Source: an optimization exercise on an open RTL-to-GDS flow (aim: small area). Production flows keep margins and buffers that such runs may drop. Function was checked by simulation only, so behaviour that the tests miss may differ from the original. Power figures rest on the tool's default switching activity, not on a simulated workload.

==> flow/design.v <==
module snake_seg_match (
    input  logic [4:0] sx,
    input  logic [4:0] sy,
    input  logic [4:0] x,
    input  logic [4:0] y,
    output logic       eq
);
    assign eq = (sx == x) && (sy == y);
endmodule
module snake_body_engine #(
    parameter int GRID_W    = 40,
    parameter int GRID_H    = 30,
    parameter int XW        = 6,
    parameter int YW        = 5,
    parameter int MAX_LEN   = 64,
    parameter int INIT_LEN  = 3,
    parameter int WRAP_MODE = 0
) (
    input  logic                         clk,
    input  logic                         reset,
    input  logic                         start,
    input  logic                         tick,
    input  logic                         dir_valid,
    input  logic [1:0]                   dir_req,
    input  logic [XW-1:0]                food_x,
    input  logic [YW-1:0]                food_y,
    input  logic [XW-1:0]                query_x,
    input  logic [YW-1:0]                query_y,
    output logic [XW-1:0]                head_x,
    output logic [YW-1:0]                head_y,
    output logic [$clog2(MAX_LEN+1)-1:0] length,
    output logic                         ate,
    output logic                         game_over,
    output logic [1:0]                   over_cause,
    output logic                         query_hit,
    output logic                         query_head
);
    localparam int LW = $clog2(MAX_LEN + 1);
    localparam logic [1:0] DIR_UP     = 2'b00;
    localparam logic [1:0] DIR_DOWN   = 2'b01;
    localparam logic [1:0] DIR_LEFT   = 2'b10;
    localparam logic [1:0] DIR_RIGHT  = 2'b11;
    localparam logic [1:0] CAUSE_NONE = 2'd0;
    localparam logic [1:0] CAUSE_WALL = 2'd1;
    localparam logic [1:0] CAUSE_SELF = 2'd2;
    localparam logic [1:0] ST_IDLE    = 2'd0;
    localparam logic [1:0] ST_RUN     = 2'd1;
    localparam logic [1:0] ST_OVER    = 2'd2;
    logic [1:0]    state_r;
    logic [XW-1:0] hx_r;
    logic [YW-1:0] hy_r;
    logic [4:0]    s1x_r, s1y_r, s2x_r, s2y_r;
    logic [MAX_LEN-1:3][4:0] tx_r;
    logic [MAX_LEN-1:3][4:0] ty_r;
    logic [MAX_LEN-1:0][4:0] sx_r;
    logic [MAX_LEN-1:0][4:0] sy_r;
    assign sx_r = {tx_r, s2x_r, s1x_r, 5'd0};
    assign sy_r = {ty_r, s2y_r, s1y_r, 5'd0};
    logic [LW-1:0] len_r;
    logic [1:0]    heading_r;
    logic [1:0]    pending_r;
    logic          pending_valid_r;
    logic          ate_r, game_over_r, query_hit_r, query_head_r;
    logic [1:0]    cause_r;
    logic [1:0]    eff_dir_s, ref_dir_s;
    logic [XW-1:0] nx_s;
    logic [YW-1:0] ny_s;
    logic          wall_s, eat_s, self_s, step_s, move_s, restart_s, dir_accept_s;
    logic          q_hit_s, q_head_s;
    assign step_s    = tick && (state_r == ST_RUN);
    assign restart_s = start && (state_r != ST_RUN);
    assign eff_dir_s = pending_valid_r ? pending_r : heading_r;
    assign ref_dir_s = step_s ? eff_dir_s : heading_r;
    assign dir_accept_s = dir_valid && (dir_req != {ref_dir_s[1], ~ref_dir_s[0]});
    assign eat_s     = (nx_s == food_x) && (ny_s == food_y);
    assign move_s    = step_s && !wall_s && !self_s;
    always_comb begin
        nx_s   = hx_r;
        ny_s   = hy_r;
        wall_s = 1'b0;
        case (eff_dir_s)
            DIR_UP: begin
                ny_s   = hy_r - 5'd1;
                wall_s = (hy_r == 5'd0);
            end
            DIR_DOWN: begin
                ny_s   = hy_r + 5'd1;
                wall_s = (hy_r == 5'(GRID_H - 1));
            end
            DIR_LEFT: begin
                nx_s   = hx_r - 6'd1;
                wall_s = (hx_r == 6'd0);
            end
            default: begin
                nx_s   = hx_r + 6'd1;
                wall_s = (hx_r == 6'(GRID_W - 1));
            end
        endcase
    end
    logic [MAX_LEN-1:0] live_s;       
    logic [MAX_LEN-1:0] body_s;       
    logic [MAX_LEN-1:0] tail_s;       
    always_comb begin
        for (int k = 0; k < MAX_LEN; k++) begin
            live_s[k] = (LW'(k) < len_r);
            body_s[k] = (LW'(k + 1) < len_r);
            tail_s[k] = (LW'(k + 1) == len_r);
        end
    end
    logic [MAX_LEN-1:0] ceq_s;
    logic col_body_s, col_tail_s;
    genvar g;
    generate
        for (g = 0; g < MAX_LEN; g++) begin : g_col
            if ((g % 2 == 1) && (g >= 3)) begin : g_odd
                localparam int XB = (g + 1 < 8) ? 2 : (g + 1 < 16) ? 3 : (g + 1 < 32) ? 4 : 5;
                localparam int YB = (g + 1 < 8) ? 2 : (g + 1 < 16) ? 3 : 4;
                assign ceq_s[g] = (sx_r[g][XB-1:0] == nx_s[XB:1]) &&
                                  (sy_r[g][YB:0] == ny_s[YB:0]);
            end else begin : g_even
                assign ceq_s[g] = 1'b0;
            end
        end
    endgenerate
    assign col_body_s = 1'b0;
    assign col_tail_s = 1'b0;
    assign self_s     = |(ceq_s & (body_s | ({MAX_LEN{eat_s}} & tail_s)));
    logic [MAX_LEN-1:0] qeq_s;
    logic q_par_s, q_even_s, q_odd_s;
    generate
        for (g = 1; g < MAX_LEN; g++) begin : g_q
            snake_seg_match u_m (
                .sx(sx_r[g]), .sy(sy_r[g]), .x(query_x[5:1]), .y(query_y), .eq(qeq_s[g])
            );
        end
    endgenerate
    assign qeq_s[0] = 1'b0;
    assign q_par_s  = query_x[0] ^ query_y[0] ^ hx_r[0] ^ hy_r[0];
    always_comb begin
        q_even_s = 1'b0;
        q_odd_s  = 1'b0;
        for (int k = 0; k < MAX_LEN; k++) begin
            if (k % 2 == 0) q_even_s = q_even_s | (qeq_s[k] & live_s[k]);
            else            q_odd_s  = q_odd_s  | (qeq_s[k] & live_s[k]);
        end
    end
    assign q_head_s = (query_x == hx_r) && (query_y == hy_r);
    assign q_hit_s  = q_head_s || (q_par_s ? q_odd_s : q_even_s);
    always_ff @(posedge clk or negedge reset) begin
        if (!reset) begin
            state_r <= ST_IDLE;
        end else begin
            case (state_r)
                ST_IDLE: state_r <= start ? ST_RUN : ST_IDLE;
                ST_RUN:  state_r <= (step_s && (wall_s || self_s)) ? ST_OVER : ST_RUN;
                ST_OVER: state_r <= start ? ST_RUN : ST_OVER;
                default: state_r <= ST_IDLE;
            endcase
        end
    end
    always_ff @(posedge clk or negedge reset) begin
        if (!reset) begin
            hx_r            <= 6'(GRID_W / 2);
            hy_r            <= 5'(GRID_H / 2);
            s1x_r           <= 5'((GRID_W / 2 - 1) >> 1);
            s1y_r           <= 5'(GRID_H / 2);
            s2x_r           <= 5'((GRID_W / 2 - 2) >> 1);
            s2y_r           <= 5'(GRID_H / 2);
            len_r           <= LW'(INIT_LEN);
            heading_r       <= DIR_RIGHT;
            pending_r       <= DIR_RIGHT;
            pending_valid_r <= 1'b0;
            ate_r           <= 1'b0;
            game_over_r     <= 1'b0;
            cause_r         <= CAUSE_NONE;
        end else if (restart_s) begin
            hx_r            <= 6'(GRID_W / 2);
            hy_r            <= 5'(GRID_H / 2);
            s1x_r           <= 5'((GRID_W / 2 - 1) >> 1);
            s1y_r           <= 5'(GRID_H / 2);
            s2x_r           <= 5'((GRID_W / 2 - 2) >> 1);
            s2y_r           <= 5'(GRID_H / 2);
            len_r           <= LW'(INIT_LEN);
            heading_r       <= DIR_RIGHT;
            pending_r       <= DIR_RIGHT;
            pending_valid_r <= 1'b0;
            ate_r           <= 1'b0;
            game_over_r     <= 1'b0;
            cause_r         <= CAUSE_NONE;
        end else begin
            ate_r <= 1'b0;
            if (step_s) begin
                heading_r       <= eff_dir_s;
                pending_valid_r <= 1'b0;
            end
            if (dir_accept_s) begin
                pending_r       <= dir_req;
                pending_valid_r <= 1'b1;
            end
            if (step_s && (wall_s || self_s)) begin
                game_over_r <= 1'b1;
                cause_r     <= wall_s ? CAUSE_WALL : CAUSE_SELF;
            end
            if (move_s) begin
                hx_r    <= nx_s;
                hy_r    <= ny_s;
                s1x_r   <= hx_r[5:1];
                s1y_r   <= hy_r;
                s2x_r   <= s1x_r;
                s2y_r   <= s1y_r;
                ate_r   <= eat_s;
                if (eat_s && (len_r != LW'(MAX_LEN))) begin
                    len_r <= len_r + LW'(1);
                end
            end
        end
    end
    always_ff @(posedge clk) begin
        if (move_s) begin
            for (int k = 3; k < MAX_LEN; k++) begin
                tx_r[k] <= sx_r[k-1];
                ty_r[k] <= sy_r[k-1];
            end
        end
    end
    always_ff @(posedge clk or negedge reset) begin
        if (!reset) begin
            query_hit_r  <= 1'b0;
            query_head_r <= 1'b0;
        end else begin
            query_hit_r  <= q_hit_s;
            query_head_r <= q_head_s;
        end
    end
    assign head_x     = hx_r;
    assign head_y     = hy_r;
    assign length     = len_r;
    assign ate        = ate_r;
    assign game_over  = game_over_r;
    assign over_cause = cause_r;
    assign query_hit  = query_hit_r;
    assign query_head = query_head_r;
endmodule
Settings: LEC_CHECK=0, CAP_MARGIN=20, CORE_MARGIN=2, CORE_UTILIZATION=60.0, CTS_BUF_LIST=sky130_fd_sc_hd__clkbuf_16, CTS_CLUSTER_DIAMETER=80, CTS_CLUSTER_SIZE=25, PLACE_DENSITY=0.7, SLEW_MARGIN=20; clock period 7.0 ns.
standard.sh (not shown) runs the stock make flow with config.mk's settings and CLKGATE_MAP_FILE= SYNTH_SCRIPT=/design/flow/synth_recipe.tcl, a recipe that flattens the netlist after the stock synthesis.
==> flow/flow/run.sh <==
#!/bin/bash
# The standard layout (standard.sh), with two changes:
#  - port buffers use the smallest buffer cell,
#  - clock tree synthesis adds no dummy loads.
set -euo pipefail
export BUFFER_PORTS_ARGS="-buffer_cell sky130_fd_sc_hd__buf_1"
export CTS_ARGS="-sink_clustering_enable -repair_clock_nets -dont_use_dummy_load -buf_list sky130_fd_sc_hd__clkbuf_16 -sink_clustering_size 25 -sink_clustering_max_diameter 80"
bash standard.sh > standard_flow.log 2>&1
Edit:
--- a/flow/design.v
+++ b/flow/design.v
@@ -121,11 +121,11 @@
                 assign ceq_s[g] = 1'b0;
             end
         end
     endgenerate
-    assign col_body_s = 1'b0;
-    assign col_tail_s = 1'b0;
-    assign self_s     = |(ceq_s & (body_s | ({MAX_LEN{eat_s}} & tail_s)));
+    assign col_body_s = |(ceq_s & body_s);
+    assign col_tail_s = |(ceq_s & tail_s);
+    assign self_s     = col_body_s || (eat_s && col_tail_s);
     logic [MAX_LEN-1:0] qeq_s;
     logic q_par_s, q_even_s, q_odd_s;
     generate
         for (g = 1; g < MAX_LEN; g++) begin : g_q
The changed run passed the timing, design-rule and antenna checks.
Cell area rose by 3.3%.
Total power rises by 21%.
Sequential share of layout area goes down by 1.7 points.
Sequential power is higher by 22%.
Hold slack is better by 17 ps.
Worst setup slack degrades by 150 ps.
Routed wire length came out higher by 13%.
Cell count climbs by 4.2%.
Synthesized area grows by 3.6%.
Critical path depth went down by 1.
Global-route usage goes up by 3.7 points.
Clock power is about the same.

-- what the ideal ports hide --
The flow's constraints put no driver on any port. The routed layouts listed below were extracted and timed again, unchanged, in two steps.
Step 1 assumes that a clkbuf_16 drives the clock port and a buf_2 every other input.
Step 2 moves the port delays by t, midway between the first and last clock arrival at a register: inputs arrive t later, outputs are due t later. That takes back most of the time a late clock gives input paths.
Three values: ideal, step 1, step 2; two values: the first two.
| run | t (ns) | slack for setup (ns) | hold WS [ns] |
|---|---|---|---|
| the first run | 0.634 | 0.511 / 0.511 / 0.511 | 0.441 / 0.441 / 0.441 |
| the second run | 0.635 | 0.363 / 0.363 / 0.363 | 0.458 / 0.458 / 0.458 |
After both steps setup and hold are still met in every run listed.
